Background: an optimization exercise with open tools, aiming at small area, a short achievable clock period and few clock cycles per item. Do not read the settings as production practice.
Function was checked by simulation only, so behaviour that the tests miss may differ from the original.
Power and IR drop assume default switching activity.

--- flow/design.v ---
package isaPkg;
	localparam logic [5:0] OpRType = 6'h00;
	localparam logic [5:0] OpAddiu = 6'h09;
	localparam logic [5:0] OpSlti  = 6'h0a;
	localparam logic [5:0] OpSltiu = 6'h0b;
	localparam logic [5:0] OpAndi  = 6'h0c;
	localparam logic [5:0] OpOri   = 6'h0d;
	localparam logic [5:0] OpXori  = 6'h0e;
	localparam logic [5:0] OpLui   = 6'h0f;
	localparam logic [5:0] FnAddu = 6'h21;
	localparam logic [5:0] FnSubu = 6'h23;
	localparam logic [5:0] FnAnd  = 6'h24;
	localparam logic [5:0] FnOr   = 6'h25;
	localparam logic [5:0] FnXor  = 6'h26;
	localparam logic [5:0] FnNor  = 6'h27;
	localparam logic [5:0] FnSlt  = 6'h2a;
	localparam logic [5:0] FnSltu = 6'h2b;
	typedef struct packed {
		logic [4:0] rd;
		logic [4:0] shamt;
		logic [5:0] funct;
	} rFields;
	typedef union packed {
		rFields      r;
		logic [15:0] imm16;
	} lowHalf;
	typedef struct packed {
		logic [5:0] opcode;
		logic [4:0] rs;
		logic [4:0] rt;
		lowHalf     low;
	} instrWord;
endpackage
package corePkg;
	localparam int DataWidth    = 32;
	localparam int RegAddrWidth = 5;
	typedef logic [RegAddrWidth-1:0] regAddr;
	typedef logic [DataWidth-1:0]    dataWord;
	typedef enum logic [3:0] {
		And  = 4'h0,
		Or   = 4'h1,
		Add  = 4'h2,
		Sub  = 4'h3,
		Nor  = 4'h4,
		Slt  = 4'h5,
		Xor  = 4'h6,
		Sltu = 4'h7,
		Lui  = 4'h8
	} aluOp;
	typedef struct packed {
		aluOp        op;
		regAddr      srcA;
		regAddr      srcB;
		regAddr      dest;
		logic        useImm;
		logic        immSx;
		logic [15:0] imm;
	} decodedOp;
	localparam int DecodedOpWidth = 4 + 3 * RegAddrWidth + 2 + 16;
	typedef struct packed {
		logic sub;        
		logic selSum;
		logic selLt;
		logic cmpSigned;
		logic selAnd;
		logic selOr;
		logic selXor;
		logic selNor;
	} aluCtl;
	typedef struct packed {
		regAddr  dest;
		dataWord value;
	} wbResult;
endpackage
module aluUnit (
	input  corePkg::aluCtl   ctl,
	input  corePkg::dataWord a,
	input  corePkg::dataWord b,
	output corePkg::dataWord y
);
	corePkg::dataWord bx;
	corePkg::dataWord sum;
	logic             carry;
	logic             lt;
	assign bx           = b ^ {32{ctl.sub}};
	assign {carry, sum} = {1'b0, a} + {1'b0, bx} + {32'b0, ctl.sub};
	assign lt = ctl.cmpSigned ? ((a[31] ^ b[31]) ? a[31] : sum[31]) : !carry;
	assign y = ({32{ctl.selSum}} & sum)
		| ({32{ctl.selAnd}} & (a & b))
		| ({32{ctl.selOr}}  & (a | b))
		| ({32{ctl.selXor}} & (a ^ b))
		| ({32{ctl.selNor}} & ~(a | b))
		| {31'b0, ctl.selLt & lt};
endmodule
module regFile (
	input  logic             clk,
	input  logic             clear,
	input  logic             writeEn,
	input  corePkg::regAddr  writeAddr,
	input  corePkg::dataWord writeData,
	input  logic [31:0]      readSelA,
	input  logic [31:0]      readSelB,
	output corePkg::dataWord readDataA,
	output corePkg::dataWord readDataB
);
	corePkg::dataWord regs [1:31];
	for (genvar i = 1; i < 32; i++) begin : gRow
		always_ff @(posedge clk) begin
			if (clear || (writeEn && writeAddr == i[4:0])) begin
				regs[i] <= writeData;
			end
		end
	end
	always_comb begin
		readDataA = '0;
		readDataB = '0;
		for (int i = 1; i < 32; i++) begin
			readDataA = readDataA | (regs[i] & {32{readSelA[i]}});
			readDataB = readDataB | (regs[i] & {32{readSelB[i]}});
		end
	end
endmodule
module opQueue #(
	parameter int Width = 8
) (
	input  logic             clk,
	input  logic             reset,
	input  logic             inValid,
	input  logic [Width-1:0] inItem,
	output logic             inReady,
	output logic             outValid,
	output logic [Width-1:0] outItem,
	input  logic             outTake
);
	logic             skValid;
	logic [Width-1:0] skItem;
	logic             headFree;
	assign inReady  = !skValid;
	assign headFree = !outValid || outTake;
	always_ff @(posedge clk) begin
		if (reset) begin
			outValid <= 1'b0;
			skValid  <= 1'b0;
		end else begin
			if (headFree) begin
				outValid <= skValid || inValid;
			end
			if (skValid) begin
				skValid <= !headFree;
			end else begin
				skValid <= inValid && !headFree;
			end
		end
	end
	always_ff @(posedge clk) begin
		if (headFree) begin
			outItem <= skValid ? skItem : inItem;
		end
	end
	always_ff @(posedge clk) begin
		if (!skValid && !headFree) begin
			skItem <= inItem;
		end
	end
endmodule
module instrDecoder (
	input  isaPkg::instrWord  instr,
	output corePkg::decodedOp op,
	output logic              keep
);
	logic opOk;
	always_comb begin
		op        = '0;
		op.srcA   = instr.rs;
		op.srcB   = instr.rt;
		op.dest   = instr.rt;
		op.useImm = 1'b1;
		op.immSx  = 1'b0;
		op.imm    = instr.low.imm16;
		op.op     = corePkg::Add;
		opOk      = 1'b1;
		case (instr.opcode)
			isaPkg::OpRType: begin
				op.dest   = instr.low.r.rd;
				op.useImm = 1'b0;
				case (instr.low.r.funct)
					isaPkg::FnAddu: op.op = corePkg::Add;
					isaPkg::FnSubu: op.op = corePkg::Sub;
					isaPkg::FnAnd:  op.op = corePkg::And;
					isaPkg::FnOr:   op.op = corePkg::Or;
					isaPkg::FnXor:  op.op = corePkg::Xor;
					isaPkg::FnNor:  op.op = corePkg::Nor;
					isaPkg::FnSlt:  op.op = corePkg::Slt;
					isaPkg::FnSltu: op.op = corePkg::Sltu;
					default:        opOk = 1'b0;
				endcase
			end
			isaPkg::OpAddiu: begin
				op.op    = corePkg::Add;
				op.immSx = 1'b1;
			end
			isaPkg::OpSlti: begin
				op.op    = corePkg::Slt;
				op.immSx = 1'b1;
			end
			isaPkg::OpSltiu: begin
				op.op    = corePkg::Sltu;
				op.immSx = 1'b1;
			end
			isaPkg::OpAndi: op.op = corePkg::And;
			isaPkg::OpOri:  op.op = corePkg::Or;
			isaPkg::OpXori: op.op = corePkg::Xor;
			isaPkg::OpLui:  op.op = corePkg::Lui;
			default:        opOk = 1'b0;
		endcase
	end
	assign keep = opOk && (op.dest != '0);
endmodule
module executeUnit (
	input  logic              clk,
	input  logic              reset,
	input  logic              opValid,
	input  corePkg::decodedOp op,
	output logic              opTake,
	output logic              resultValid,
	output corePkg::wbResult  result,
	input  logic              resultReady
);
	logic              adv;
	logic              clearRegs;
	logic [31:0]       selA;
	logic [31:0]       selB;
	corePkg::dataWord  rfA;
	corePkg::dataWord  rfB;
	corePkg::dataWord  immExt;
	corePkg::dataWord  nextA;
	corePkg::dataWord  nextB;
	logic              nextFwdA;
	logic              nextFwdB;
	corePkg::aluCtl    nextCtl;
	logic              exValid;
	corePkg::regAddr   exDest;
	corePkg::dataWord  exA;
	corePkg::dataWord  exB;
	logic              exFwdA;
	logic              exFwdB;
	corePkg::aluCtl    exCtl;
	corePkg::dataWord  aluA;
	corePkg::dataWord  aluB;
	corePkg::dataWord  aluY;
	assign adv    = !resultValid || resultReady;
	assign opTake = adv;
	always_ff @(posedge clk) begin
		clearRegs <= reset;
	end
	always_comb begin
		selA = '0;
		selB = '0;
		selA[op.srcA] = 1'b1;
		selB[op.srcB] = 1'b1;
	end
	regFile regFile_inst (
		.clk       (clk),
		.clear     (clearRegs),
		.writeEn   (resultValid),
		.writeAddr (result.dest),
		.writeData (result.value),
		.readSelA  (selA),
		.readSelB  (selB),
		.readDataA (rfA),
		.readDataB (rfB)
	);
	assign immExt = (op.op == corePkg::Lui) ? {op.imm, 16'h0000} :
		{{16{op.immSx & op.imm[15]}}, op.imm};
	always_comb begin
		nextA    = (resultValid && result.dest == op.srcA) ? result.value : rfA;
		nextFwdA = exValid && exDest == op.srcA;
		if (op.op == corePkg::Lui) begin
			nextA    = '0;
			nextFwdA = 1'b0;
		end
		if (op.useImm) begin
			nextB    = immExt;
			nextFwdB = 1'b0;
		end else begin
			nextB    = (resultValid && result.dest == op.srcB) ? result.value : rfB;
			nextFwdB = exValid && exDest == op.srcB;
		end
	end
	always_comb begin
		nextCtl = '0;
		case (op.op)
			corePkg::Add:  nextCtl.selSum = 1'b1;
			corePkg::Sub:  begin nextCtl.selSum = 1'b1; nextCtl.sub = 1'b1; end
			corePkg::Slt:  begin nextCtl.selLt = 1'b1; nextCtl.sub = 1'b1; nextCtl.cmpSigned = 1'b1; end
			corePkg::Sltu: begin nextCtl.selLt = 1'b1; nextCtl.sub = 1'b1; end
			corePkg::And:  nextCtl.selAnd = 1'b1;
			corePkg::Or:   nextCtl.selOr = 1'b1;
			corePkg::Xor:  nextCtl.selXor = 1'b1;
			corePkg::Nor:  nextCtl.selNor = 1'b1;
			corePkg::Lui:  nextCtl.selOr = 1'b1;
			default:       nextCtl = '0;
		endcase
	end
	always_ff @(posedge clk) begin
		if (reset) begin
			exValid <= 1'b0;
		end else if (adv) begin
			exValid <= opValid;
		end
	end
	always_ff @(posedge clk) begin
		if (adv) begin
			exDest <= op.dest;
			exA    <= nextA;
			exB    <= nextB;
			exFwdA <= nextFwdA;
			exFwdB <= nextFwdB;
			exCtl  <= nextCtl;
		end
	end
	assign aluA = exFwdA ? result.value : exA;
	assign aluB = exFwdB ? result.value : exB;
	aluUnit aluUnit_inst (
		.ctl (exCtl),
		.a   (aluA),
		.b   (aluB),
		.y   (aluY)
	);
	always_ff @(posedge clk) begin
		if (reset) begin
			resultValid <= 1'b0;
		end else if (adv) begin
			resultValid <= exValid;
		end
	end
	always_ff @(posedge clk) begin
		if (reset) begin
			result.value <= '0;
		end else if (adv) begin
			result.value <= aluY;
		end
	end
	always_ff @(posedge clk) begin
		if (adv) begin
			result.dest <= exDest;
		end
	end
endmodule
module aluCore (
	input  logic        clk,
	input  logic        reset,
	input  logic        instrValid,
	input  logic [31:0] instr,
	output logic        instrReady,
	output logic        resultValid,
	output logic [36:0] result,
	input  logic        resultReady
);
	corePkg::decodedOp decOp;
	logic              decKeep;
	logic              qValid;
	corePkg::decodedOp qOp;
	logic              qTake;
	instrDecoder instrDecoder_inst (
		.instr (instr),
		.op    (decOp),
		.keep  (decKeep)
	);
	opQueue #(
		.Width (corePkg::DecodedOpWidth)
	) opQueue_inst (
		.clk      (clk),
		.reset    (reset),
		.inValid  (instrValid && decKeep),
		.inItem   (decOp),
		.inReady  (instrReady),
		.outValid (qValid),
		.outItem  (qOp),
		.outTake  (qTake)
	);
	executeUnit executeUnit_inst (
		.clk         (clk),
		.reset       (reset),
		.opValid     (qValid),
		.op          (qOp),
		.opTake      (qTake),
		.resultValid (resultValid),
		.result      (result),
		.resultReady (resultReady)
	);
endmodule
--- flow/run.sh ---
#!/bin/bash
# synth_recipe.tcl (not shown) runs the flow's synth.tcl, then flattens the netlist and writes it again
# the make line also repeats each setting of config.mk as NAME=value (left out here)
make -C /OpenROAD-flow-scripts/flow DESIGN_CONFIG=/design/flow/config.mk WORK_HOME=/design/flow/orfs CLKGATE_MAP_FILE= SYNTH_SCRIPT=/design/flow/synth_recipe.tcl finish
--- flow/config.mk ---
export PLATFORM = sky130hd
export DESIGN_NAME = aluCore
export DESIGN_NICKNAME = aluCore
export VERILOG_FILES = /design/flow/design.v
export SDC_FILE = /design/flow/constraint.sdc
export NUM_CORES = 4
export LEC_CHECK = 0
export ABC_CLOCK_PERIOD_IN_PS = 2700
export CAP_MARGIN = 20
export CORE_MARGIN = 2
export CORE_UTILIZATION = 60
export SETUP_SLACK_MARGIN = 4.0
export SLEW_MARGIN = 20
--- flow/constraint.sdc ---
create_clock -name core_clock -period 6.8 [get_ports {clk}]
set_input_delay 1.3600 -clock core_clock [delete_from_list [all_inputs] [get_ports {clk}]]
set_output_delay 1.3600 -clock core_clock [all_outputs]
set_load 0.01 [all_outputs]
==> notes.md <==
## metal layers
layer,GRT usage [%],GRT overflow
met3,63.6,0
met2,86.5,0
met4,66.9,3
met5,43.2,0
met1,75.5,0
## repair_timing
item,4_1_cts
resized for setup,1133
setup endpoints to repair,834
gates cloned,60
pin swaps,377
setup buffers,522
## cells by family after synthesis
logic type               Yosys count
AND/OR/NAND/NOR                  746
buffers and inverters            380
XOR/XNOR                          80
adder cells (fa/ha/maj)          102
flip-flops                      1187
AO/OA/AOI/OAI                   1412
multiplexers                     166
## stage by stage
stage          utilization (%)  instance area (sq um)  std cells
2_1_floorplan                -                  56000       4073
3_3_place_gp              64.2                  58600       5224
3_5_place_dp              64.2                  58600       5224
4_1_cts                   80.1                  73200       6029
## worst max path at each step
stage	from	endpoint	slack (ps)
floorplan	instr[27]	opQueue_inst.outValid	3280
global placement	opQueue_inst.outItem[24]	executeUnit_inst.exB[30]	1690
detailed placement	opQueue_inst.outItem[24]	executeUnit_inst.exB[3]	1860
CTS	executeUnit_inst.exFwdA	executeUnit_inst.result[0]	3220
## power groups by stage
stage	logic, mW	registers, mW	clock network, mW
floorplan	1.49	10.9	0
global placement	3.01	11.3	0
detailed placement	3.09	11.3	0
CTS	5.22	11.0	6.74
==> flow_metrics.py <==
metrics = {
    "synth": {
        "yosys.area_share.simple_pct": 6.85,
        "synth_top_family_by_area": "compound AO/OA/AOI/OAI gates",
        "synth.area.top_cells": "edfxtp_1, a22oi_1, a221oi_1",
        "synth-async-reset-ratio_pct": 0,
        "avgSynthCellArea_sq_um": 13.5,
        "synthFlopType": "edfxtp_1",
        "synth-edff-count": 1150,
        "synth.top_cells.by_count": "edfxtp_1, a22oi_1, nand2_1, clkbuf_1, a221oi_1",
        "synth.top_cell.area_share_pct": 62.7,
        "yosysMostFrequentCell": "edfxtp_1",
        "synth_area_leader_cell": "edfxtp_1",
        "netlist_area_sq_um": 55100,
        "yosysSeqAreaShare_pct": 64.0,
        "synth_fp_nets": 4211,
        "synth.area.mux_share_pct": 3.14,
        "synth_xor_area_share_pct": 1.27,
        "synthCells": 4073,
        "yosys_warnings": 5,
        "synth_compound_area_share_pct": 19.6,
        "ys_types": 94,
        "synthAdderAreaFrac_pct": 2.33,
        "ys_seq_elements": 1187,
    },
    "status": {
        "stop_stage": "5_1_grt",
        "toolErrorMsg": "[ERROR GRT-0232] Routing congestion too high. Check the congestion heatmap in the GUI.",
        "outcome": "aborted with a tool error",
    },
    "cts": {
        "cts.sinks": 1187,
        "cts-buffers-inserted": 119,
        "clk_path_buf_depth": 3,
        "htreeDepth": 3,
        "cts-root-buf": "clkbuf_16",
        "cts_hold_buffers": 0,
    },
    "place": {
        "port_buffers": 74,
        "dp_hpwl_um": 161000,
        "place_ws_ps": 1860,
        "gp_congestion": 1.10,
    },
    "global_routing": {
        "gr-usage-all-layers_pct": 73.9,
        "grt_max_degree": 52,
        "grt_overflow": 3,
    },
    "floorplanning": {
        "rows": 111,
        "die_h_um": 307,
        "ios": 75,
        "initial_utilization_pct": 60.3,
        "die_width_um": 307,
    },
}
Testbench counts, summed over its fixed seeds: cycles 12,020, items 12,000.
